This design comes from an exercise in tuning for small area, a short achievable clock period and few clock cycles on the open sky130 flow, not from production work. Function was checked by simulation only, so behaviour that the tests miss may differ from the original. Power is estimated from default activity; no workload was simulated.

==> design.v <==
`default_nettype none
package llss_pkg;
    localparam int CAPACITY_DEF = 64;
    localparam logic [6:0] NIL = 7'h7F;
    typedef enum logic [3:0] {
        REQ_INS_FRONT = 4'd0,
        REQ_INS_REAR  = 4'd1,
        REQ_LIST      = 4'd2,
        REQ_COUNT     = 4'd3,
        REQ_DEL_VALUE = 4'd4,
        REQ_DEL_REAR  = 4'd5,
        REQ_DEL_FRONT = 4'd6,
        REQ_INS_AFTER = 4'd7,
        REQ_REVERSE   = 4'd8
    } t_req;
    localparam logic [1:0] ST_OK       = 2'd0;
    localparam logic [1:0] ST_EMPTY    = 2'd1;
    localparam logic [1:0] ST_NOTFOUND = 2'd2;
    localparam logic [1:0] ST_FULL     = 2'd3;
    typedef enum logic [3:0] {
        S_IDLE,
        S_READ,
        S_WAIT,
        S_STEP,
        S_WRITE,
        S_LREAD,
        S_LWAIT,
        S_LOUT,
        S_OUT
    } t_state;
    typedef struct packed {
        logic        rd_en;
        logic [5:0]  rd_addr;
        logic        wr_data_en;
        logic        wr_next_en;
        logic [5:0]  wr_addr;
        logic [31:0] wr_data;
        logic [6:0]  wr_next;
    } t_mem_req;
endpackage
`default_nettype wire
`default_nettype none
module llss_node_store #(
    parameter int CAPACITY = llss_pkg::CAPACITY_DEF
) (
    input  wire logic              i_clk,
    input  wire llss_pkg::t_mem_req i_req,
    output logic [31:0]            o_rd_data,
    output logic [6:0]             o_rd_next
);
    localparam int AW = $clog2(CAPACITY);
    logic [31:0] r_data [CAPACITY];
    logic [6:0]  r_next [CAPACITY];
    always_ff @(posedge i_clk) begin
        if (i_req.wr_data_en) r_data[i_req.wr_addr[AW-1:0]] <= i_req.wr_data;
        if (i_req.wr_next_en) r_next[i_req.wr_addr[AW-1:0]] <= i_req.wr_next;
        if (i_req.rd_en) begin
            o_rd_data <= r_data[i_req.rd_addr[AW-1:0]];
            o_rd_next <= r_next[i_req.rd_addr[AW-1:0]];
        end
    end
endmodule
`default_nettype wire
`default_nettype none
module linked_list_sequence_store #(
    parameter int CAPACITY = llss_pkg::CAPACITY_DEF
) (
    input  wire logic               i_clk,
    input  wire logic               i_rst_n,
    input  wire logic               i_valid,
    output logic                    o_ready,
    input  wire logic [3:0]         i_req_type,
    input  wire logic signed [31:0] i_elem_value,
    input  wire logic signed [31:0] i_anchor_value,
    output logic                    o_valid,
    input  wire logic               i_ready,
    output logic signed [31:0]      o_out_value,
    output logic [1:0]              o_status,
    output logic [6:0]              o_node_total,
    output logic                    o_last_flag
);
    localparam int AW = $clog2(CAPACITY);
    localparam logic [6:0] CAP7 = 7'(CAPACITY);
    localparam logic [6:0] NIL_C = llss_pkg::NIL;
    llss_pkg::t_state   r_state, n_state;
    llss_pkg::t_mem_req s_mem;
    logic [31:0] s_rd_data;
    logic [6:0]  s_rd_next;
    logic [CAPACITY-1:0] r_free, n_free;
    logic [6:0] r_head, n_head, r_tail, n_tail, r_count, n_count;
    logic [3:0] r_req, n_req;
    logic [31:0] r_ev, n_ev, r_av, n_av;
    logic [6:0] r_cur, n_cur, r_prev, n_prev;
    logic [6:0] r_steps, n_steps;
    logic       r_rev, n_rev;  
    logic [31:0] r_oval, n_oval;
    logic [1:0]  r_ost, n_ost;
    logic        r_olast, n_olast, r_ovalid, n_ovalid;
    logic [6:0] s_free_idx;
    always_comb begin
        s_free_idx = NIL_C;
        for (int i = CAPACITY - 1; i >= 0; i--)
            if (r_free[i]) s_free_idx = 7'(i);
    end
    function automatic logic is_nil(input logic [6:0] p);
        is_nil = p >= CAP7;
    endfunction
    llss_node_store #(.CAPACITY(CAPACITY)) u_store (
        .i_clk(i_clk), .i_req(s_mem), .o_rd_data(s_rd_data), .o_rd_next(s_rd_next)
    );
    always_ff @(posedge i_clk) begin
        if (!i_rst_n) begin
            r_state  <= llss_pkg::S_IDLE;
            r_free   <= '1;
            r_head   <= NIL_C;
            r_tail   <= NIL_C;
            r_count  <= '0;
            r_ovalid <= 1'b0;
        end else begin
            r_state  <= n_state;
            r_free   <= n_free;
            r_head   <= n_head;
            r_tail   <= n_tail;
            r_count  <= n_count;
            r_ovalid <= n_ovalid;
        end
        r_req <= n_req; r_ev <= n_ev; r_av <= n_av; r_cur <= n_cur;
        r_prev <= n_prev; r_steps <= n_steps; r_rev <= n_rev;
        r_oval <= n_oval; r_ost <= n_ost; r_olast <= n_olast;
    end
    assign o_ready      = (r_state == llss_pkg::S_IDLE) && !r_ovalid;
    assign o_valid      = r_ovalid;
    assign o_out_value  = r_oval;
    assign o_status     = r_ost;
    assign o_node_total = r_count;
    assign o_last_flag  = r_olast;
    always_comb begin
        logic empty, full, done;
        empty = is_nil(r_head);
        full  = r_count >= CAP7;
        done  = 1'b0;
        n_state = r_state; n_free = r_free; n_head = r_head; n_tail = r_tail;
        n_count = r_count; n_req = r_req; n_ev = r_ev; n_av = r_av;
        n_cur = r_cur; n_prev = r_prev; n_steps = r_steps; n_rev = r_rev;
        n_oval = r_oval; n_ost = r_ost; n_olast = r_olast;
        n_ovalid = r_ovalid && !i_ready;
        s_mem = '0;
        unique case (r_state)
            llss_pkg::S_IDLE: begin
                if (i_valid && o_ready) begin
                    n_req = i_req_type; n_ev = i_elem_value; n_av = i_anchor_value;
                    n_cur = r_head; n_prev = NIL_C; n_steps = '0;
                    n_oval = '0; n_olast = 1'b1; n_ost = llss_pkg::ST_OK;
                    n_state = llss_pkg::S_OUT;
                    unique case (i_req_type)
                        llss_pkg::REQ_INS_FRONT, llss_pkg::REQ_INS_REAR,
                        llss_pkg::REQ_INS_AFTER: begin
                            if (full) n_ost = llss_pkg::ST_FULL;
                            else if (i_req_type == llss_pkg::REQ_INS_FRONT || empty) begin
                                s_mem.wr_data_en = 1'b1; s_mem.wr_next_en = 1'b1;
                                s_mem.wr_addr = s_free_idx[5:0];
                                s_mem.wr_data = i_elem_value;
                                s_mem.wr_next = empty ? NIL_C : r_head;
                                n_free[s_free_idx[AW-1:0]] = 1'b0;
                                n_count = r_count + 7'd1;
                                n_head = s_free_idx;
                                if (empty) n_tail = s_free_idx;
                            end else if (i_req_type == llss_pkg::REQ_INS_REAR) begin
                                s_mem.wr_data_en = 1'b1; s_mem.wr_next_en = 1'b1;
                                s_mem.wr_addr = s_free_idx[5:0];
                                s_mem.wr_data = i_elem_value; s_mem.wr_next = NIL_C;
                                n_free[s_free_idx[AW-1:0]] = 1'b0;
                                n_count = r_count + 7'd1;
                                n_prev = s_free_idx;
                                n_state = llss_pkg::S_WRITE;  
                            end else n_state = llss_pkg::S_READ;
                        end
                        llss_pkg::REQ_COUNT: ;
                        llss_pkg::REQ_LIST, llss_pkg::REQ_REVERSE: begin
                            if (empty) n_ost = llss_pkg::ST_EMPTY;
                            else begin
                                n_rev = i_req_type == llss_pkg::REQ_REVERSE;
                                n_state = n_rev ? llss_pkg::S_READ : llss_pkg::S_LREAD;
                            end
                        end
                        llss_pkg::REQ_DEL_VALUE, llss_pkg::REQ_DEL_REAR,
                        llss_pkg::REQ_DEL_FRONT: begin
                            if (empty) n_ost = llss_pkg::ST_EMPTY;
                            else n_state = llss_pkg::S_READ;
                        end
                        default: n_state = llss_pkg::S_IDLE;
                    endcase
                end
            end
            llss_pkg::S_READ: begin
                s_mem.rd_en = 1'b1; s_mem.rd_addr = r_cur[5:0];
                n_state = llss_pkg::S_WAIT;
            end
            llss_pkg::S_WAIT: n_state = llss_pkg::S_STEP;
            llss_pkg::S_STEP: begin
                n_steps = r_steps + 7'd1;
                n_state = llss_pkg::S_READ;
                unique case (r_req)
                    llss_pkg::REQ_DEL_FRONT: begin
                        n_oval = s_rd_data; n_head = s_rd_next;
                        if (is_nil(s_rd_next)) n_tail = NIL_C;
                        n_free[r_cur[AW-1:0]] = 1'b1; n_count = r_count - 7'd1;
                        n_state = llss_pkg::S_OUT;
                    end
                    llss_pkg::REQ_DEL_REAR: begin
                        if (is_nil(s_rd_next) || n_steps >= CAP7) begin
                            n_oval = s_rd_data;
                            if (is_nil(r_prev)) n_head = NIL_C;
                            else begin
                                s_mem.wr_next_en = 1'b1; s_mem.wr_addr = r_prev[5:0];
                                s_mem.wr_next = NIL_C;
                            end
                            n_tail = r_prev;
                            n_free[r_cur[AW-1:0]] = 1'b1; n_count = r_count - 7'd1;
                            n_state = llss_pkg::S_OUT;
                        end else begin
                            n_prev = r_cur; n_cur = s_rd_next;
                        end
                    end
                    llss_pkg::REQ_DEL_VALUE: begin
                        if (s_rd_data == r_ev) begin
                            n_oval = s_rd_data;
                            if (is_nil(r_prev)) n_head = s_rd_next;
                            else begin
                                s_mem.wr_next_en = 1'b1; s_mem.wr_addr = r_prev[5:0];
                                s_mem.wr_next = s_rd_next;
                            end
                            if (r_cur == r_tail) n_tail = r_prev;
                            n_free[r_cur[AW-1:0]] = 1'b1; n_count = r_count - 7'd1;
                            n_state = llss_pkg::S_OUT;
                        end else begin
                            n_prev = r_cur; n_cur = s_rd_next;
                            done = is_nil(s_rd_next) || n_steps >= CAP7;
                            if (done) begin
                                n_ost = llss_pkg::ST_NOTFOUND; n_state = llss_pkg::S_OUT;
                            end
                        end
                    end
                    llss_pkg::REQ_INS_AFTER: begin
                        if (s_rd_data == r_av) begin
                            s_mem.wr_data_en = 1'b1; s_mem.wr_next_en = 1'b1;
                            s_mem.wr_addr = s_free_idx[5:0];
                            s_mem.wr_data = r_ev; s_mem.wr_next = s_rd_next;
                            n_free[s_free_idx[AW-1:0]] = 1'b0;
                            n_count = r_count + 7'd1;
                            if (r_cur == r_tail) n_tail = s_free_idx;
                            n_prev = s_free_idx;
                            n_state = llss_pkg::S_WRITE;
                        end else begin
                            n_cur = s_rd_next;
                            if (is_nil(s_rd_next) || n_steps >= CAP7) begin
                                n_ost = llss_pkg::ST_NOTFOUND; n_state = llss_pkg::S_OUT;
                            end
                        end
                    end
                    default: begin  
                        s_mem.wr_next_en = 1'b1; s_mem.wr_addr = r_cur[5:0];
                        s_mem.wr_next = r_prev;
                        n_prev = r_cur; n_cur = s_rd_next;
                        if (is_nil(s_rd_next) || n_steps >= CAP7) begin
                            n_tail = r_head; n_head = r_cur; n_cur = r_cur;
                            n_steps = '0; n_state = llss_pkg::S_LREAD;
                        end
                    end
                endcase
            end
            llss_pkg::S_WRITE: begin
                s_mem.wr_next_en = 1'b1;
                s_mem.wr_addr = (r_req == llss_pkg::REQ_INS_REAR) ? r_tail[5:0] : r_cur[5:0];
                s_mem.wr_next = r_prev;
                if (r_req == llss_pkg::REQ_INS_REAR) n_tail = r_prev;
                n_state = llss_pkg::S_OUT;
            end
            llss_pkg::S_LREAD: begin
                if (!r_ovalid) begin
                    s_mem.rd_en = 1'b1; s_mem.rd_addr = r_cur[5:0];
                    n_state = llss_pkg::S_LWAIT;
                end
            end
            llss_pkg::S_LWAIT: n_state = llss_pkg::S_LOUT;
            llss_pkg::S_LOUT: begin
                n_steps = r_steps + 7'd1;
                n_oval = s_rd_data; n_ost = llss_pkg::ST_OK;
                n_olast = is_nil(s_rd_next) || n_steps >= CAP7;
                n_ovalid = 1'b1; n_cur = s_rd_next;
                n_state = n_olast ? llss_pkg::S_IDLE : llss_pkg::S_LREAD;
            end
            llss_pkg::S_OUT: begin
                n_ovalid = 1'b1; n_state = llss_pkg::S_IDLE;
            end
            default: n_state = llss_pkg::S_IDLE;
        endcase
    end
endmodule
`default_nettype wire
==> run.sh <==
#!/bin/bash
# synth_recipe.tcl (not shown) runs the flow's synth.tcl, then flattens the netlist and writes it again
# the make line also repeats each setting of config.mk as NAME=value (left out here)
make -C /OpenROAD-flow-scripts/flow DESIGN_CONFIG=/design/flow/config.mk WORK_HOME=/design/flow/orfs CLKGATE_MAP_FILE= SYNTH_SCRIPT=/design/flow/synth_recipe.tcl finish
==> config.mk <==
export PLATFORM = sky130hd
export DESIGN_NAME = linked_list_sequence_store
export DESIGN_NICKNAME = linked_list_sequence_store
export VERILOG_FILES = /design/flow/design.v
export SDC_FILE = /design/flow/constraint.sdc
export NUM_CORES = 4
export LEC_CHECK = 0
export CAP_MARGIN = 20
export CORE_MARGIN = 2
export CORE_UTILIZATION = 50
export SLEW_MARGIN = 20
==> constraint.sdc <==
create_clock -name core_clock -period 7.5 [get_ports {i_clk}]
set_input_delay 1.5000 -clock core_clock [delete_from_list [all_inputs] [get_ports {i_clk}]]
set_output_delay 1.5000 -clock core_clock [all_outputs]
set_load 0.01 [all_outputs]
==> flow_summary.ini <==
[pwr]
report.power.total_uw = 42800
power.switching_fraction = 0.320
power.density_nw_per_um2 = 336
leakagePower_uw = 0.0431
power.share.clock = 0.327
intPower_uw = 29100
power_frac_comb = 0.237
largest_vdd_supply_drop_mv = 0.266
reg_power_frac = 0.436
netSwitchingPower_uw = 13700

[timing]
min_period_ns = 5.95
worst_pin_slew_ns = 1.25
clock-skew-final_ns = 0.0672
slew_headroom = 0.157
fin_crit_sh = 0.793
max_freq_mhz = 168
rsz0062_at_grt = false
hold_viol_final = 0
setup-violations-final = 0
timing.hold.ws_ns = 0.495
timing.setup.tns_ns = 0
maxSlewViolCount = 0

[synthesis]
netlist_instances = 8689
synth_cell_type_count = 86
syn-num-nets = 8771
synth.top_cells.by_area = sky130_fd_sc_hd__edfxtp_1 71%, sky130_fd_sc_hd__nand2_1 6.0%, sky130_fd_sc_hd__nand3_1 4.2%
synth.avg_cell_area_um2 = 13.0
synth_warnings = 2
netlist_area_um2 = 113000
synthArstFlopShare = 0
synth_flop_cell = sky130_fd_sc_hd__edfxtp_1
ys_seq_area_frac = 0.721
synth_top_cell_area_share = 0.706
seq_cells_post_synth = 2749
yosys.area.top_type = sky130_fd_sc_hd__edfxtp_1
post_synth_edffs = 2659

[drt]
routed_wl_um = 332000
drtIter0Drc = 10465
post_drt_via_cell_ratio = 6.18
via_total_after_detailed_routing = 73595
route.antenna.remaining_nets = 0
drc_errors = 0
routed_len_inst_um = 27.9
detail_route.first_pass.iterations = 6

[layout]
final_core_utilization = 0.568
final.fill_count = 17958
fraction_of_layout_cells_with_a_size_suffix_above_1 = 0.101
final_layout_net_count = 8782
area_growth_pct = 12.8

[global_route]
grt_pass1_wl_um = 480000
gr-total-overflow = 0
antenna_found_initial = 20
grt_max_degree = 126
first_global_vias = 69312
grtUsageTotal = 0.283

[die]
chipHeight_um = 480
row_count = 174
starting_density_of_the_core = 0.503
placeableCoreArea_um2 = 225000
die_area_um2 = 230000
pin_count = 116
dieWidth_um = 480

[worst_setup_path]
worst-endpoint-arrival_ns = 6.36
timing.critical_path.required_ns = 7.92
critical_path.cell_chain = nor2b_4 -> buf_4 -> and3_4 -> buf_4 -> mux4_2 -> nand2_1 -> and3_1 -> a31oi_1 -> a22oi_1 -> o221ai_1
critical_path_buf_inv_count = 2
cpMaxStageDelayCell = sky130_fd_sc_hd__and3_4
startpoint_type = flip-flop
critPathCaptureType = flip-flop
critical_path_class = reg2reg
critical-path-max-stage-delay_ns = 0.81
cpMostUsedCell = sky130_fd_sc_hd__buf_4
critical_path.max_fanout = 69
gate_family_responsible_for_the_most_delay_along_the_worst_path = compound AO/OA/AOI/OAI gates

[cts]
cts_num_sinks = 2749
tritoncts = yes
ctsRootBufferMaster = sky130_fd_sc_hd__clkbuf_16
cts_inserted_buffers = 303
cts_resized = 0
postCtsSetupRepairBufs = 0
cts_htree_levels = 5
ctsLongestPathBuffers = 4
clkSlewWorstSetupHoldPaths_ns = 0.06
worst_skew_pair.late_latency_ns = 0.94
hold_buffers = 0

[job]
maxCapViolCount = 0

[min_path]
min_path_type = reg2reg

[placement]
gp_congestion = 0.893
placement.io_buffers = 115
hpwl_um = 195000

[outcome]
run_status = finished clean
## area by class of cell
cell class	instances	area, um2	share of cell area
sequential	2749	81600	0.640
multi-input combinational	5285	29800	0.233
clock buffer	382	8030	0.0629
tap	2992	3740	0.0293
timing repair buffer	330	3240	0.0254
clock inverter	130	1060	0.00833
inverter	31	116	0.000912
antenna	5	12.5	0.0000980
## stage by stage
step	instance area, um2	setup slack, ns	cells
after floorplan	113000	1.12	8689
final	128000	1.55	11904
after global routing	128000	1.56	11901
after CTS	128000	1.76	11896
after global placement	118000	1.19	11381
after detailed placement	118000	1.12	11384
## cells in the final DEF (no fill, tap or decap), types with 10 or more instances in the layout
cell / n
sky130_fd_sc_hd__clkbuf_16: 308
sky130_fd_sc_hd__ha_1: 10
sky130_fd_sc_hd__nor2_1: 451
sky130_fd_sc_hd__buf_4: 178
sky130_fd_sc_hd__clkbuf_1: 70
sky130_fd_sc_hd__nand2b_1: 13
sky130_fd_sc_hd__o221ai_1: 51
sky130_fd_sc_hd__a311oi_1: 37
sky130_fd_sc_hd__and2_1: 19
sky130_fd_sc_hd__nand3b_1: 153
sky130_fd_sc_hd__nand2_1: 1812
sky130_fd_sc_hd__a211oi_1: 35
sky130_fd_sc_hd__o211ai_1: 99
sky130_fd_sc_hd__a21oi_1: 351
sky130_fd_sc_hd__a22oi_1: 41
sky130_fd_sc_hd__clkinv_1: 66
sky130_fd_sc_hd__a22o_2: 11
sky130_fd_sc_hd__inv_1: 28
sky130_fd_sc_hd__edfxtp_1: 2659
sky130_fd_sc_hd__nor2_4: 45
sky130_fd_sc_hd__a31oi_1: 136
sky130_fd_sc_hd__and3_1: 118
sky130_fd_sc_hd__nor3_2: 16
sky130_fd_sc_hd__clkinv_2: 35
sky130_fd_sc_hd__nand3_1: 953
sky130_fd_sc_hd__buf_12: 35
sky130_fd_sc_hd__nor4_1: 37
sky130_fd_sc_hd__mux4_2: 152
sky130_fd_sc_hd__xor2_1: 79
sky130_fd_sc_hd__clkdlybuf4s50_1: 115
sky130_fd_sc_hd__nor3_1: 200
sky130_fd_sc_hd__nor2b_1: 26
sky130_fd_sc_hd__bufinv_16: 18
sky130_fd_sc_hd__a22o_4: 21
sky130_fd_sc_hd__o21ai_0: 220
sky130_fd_sc_hd__nand4_1: 13
sky130_fd_sc_hd__or4_1: 10
sky130_fd_sc_hd__dfxtp_1: 90
sky130_fd_sc_hd__or3_1: 19
## registers in the layout, indices dropped and copies added, names as in the netlist, 2 cells and up
signal             count
u_store.r_data      2048
u_store.r_next       448
r_free                64
r_av                  32
r_ev                  32
r_oval                32
u_store.o_rd_data     32
r_count                7
r_cur                  7
r_head                 7
r_prev                 7
r_steps                7
r_tail                 7
u_store.o_rd_next      7
r_req                  4
r_state                4
r_ost                  2
## layer usage
| metal | share of wire | vias up | global-route usage |
|---|---|---|---|
| met2 | 0.45 | 3672 | 0.422 |
| met3 | 0.10 | 509 | 0.0573 |
| met1 | 0.42 | 37078 | 0.423 |
| met5 | 0.000081 | - | 0 |
| li1 | - | 32332 | - |
| met4 | 0.029 | 4 | 0.0837 |
## synth_stat cells (all sizes together) (6+ instances only)
cell type	count
edfxtp	2659
nand2	1818
nand3	963
clkbuf	514
nor2	498
a21oi	354
o21ai	222
nor3	217
nand3b	153
mux4	152
a31oi	136
and3	120
buf	110
o211ai	99
dfxtp	90
xor2	79
o221ai	51
a22oi	41
nor4	41
a211oi	39
a22o	39
a311oi	37
nor2b	36
inv	31
and2	20
or3	20
nand2b	13
nand4	13
or4	11
ha	10
xnor2	9
mux2i	8
a221o	6
a221oi	6
## tightest hold or removal path, stage by stage (launching register included)
cell and delay (ns):
sky130_fd_sc_hd__dfxtp_1 0.34, sky130_fd_sc_hd__mux2i_1 0.07, sky130_fd_sc_hd__nand2_1 0.06
## path summary, 6_finish.rpt
kind | end | cells after the start | from | slack (ns)
max | u_store.o_rd_data[21]$_DFFE_PP_ | 10 | r_state[0]$_SDFFE_PN0P_ | 1.55
min | r_tail[6]$_SDFFE_PN1P_ | 2 | r_tail[6]$_SDFFE_PN1P_ | 0.49
max reg2reg | u_store.o_rd_data[21]$_DFFE_PP_ | 10 | r_state[0]$_SDFFE_PN0P_ | 1.55
min reg2reg | r_tail[6]$_SDFFE_PN1P_ | 2 | r_tail[6]$_SDFFE_PN1P_ | 0.49
## power by group through the flow
stage	clock [uW]	sequential [uW]	combinational, uW
6_report	14000	18700	10100
4_1_cts	14200	18700	10000
5_1_grt	14800	18700	10800
3_5_place_dp	0	19000	10000
3_3_place_gp	0	19000	9930
2_1_floorplan	0	18800	5820
## logic make-up after synthesis
group                    count (synthesis)  synth area share
AO/OA/AOI/OAI                         1085            0.0605
XOR/XNOR                                88           0.00681
adder cells (fa/ha/maj)                 11           0.00119
buffers and inverters                  655            0.0226
flip-flops                            2749             0.721
multiplexers                           161            0.0311
AND/OR/NAND/NOR                       3940             0.156
Testbench counts, summed over its fixed seeds: cycles 538,084.

[separate check: timing with driven ports]
The flow's constraints put no driver on any port. The routed layout listed below was extracted and timed again, unchanged, in two steps.
Step 1 assumes that a clkbuf_16 drives the clock port and a buf_2 every other input.
Step 2 moves the port delays by t, midway between the first and last clock arrival at a register: inputs arrive t later, outputs are due t later. That takes back most of the time a late clock gives input paths.
Three values: ideal, step 1, step 2; two values: the first two.
t, ns: 1.000
setup WS [ns]: 1.553 / 1.553 / 1.139
worst setup path after step 2: input to register
latest minus earliest clock arrival (ns): 0.070 / 0.070
After both steps this run still meets setup and hold. For this run, drivers alone change the setup slack by 0.000 ns; drivers and shift together by -0.414 ns.
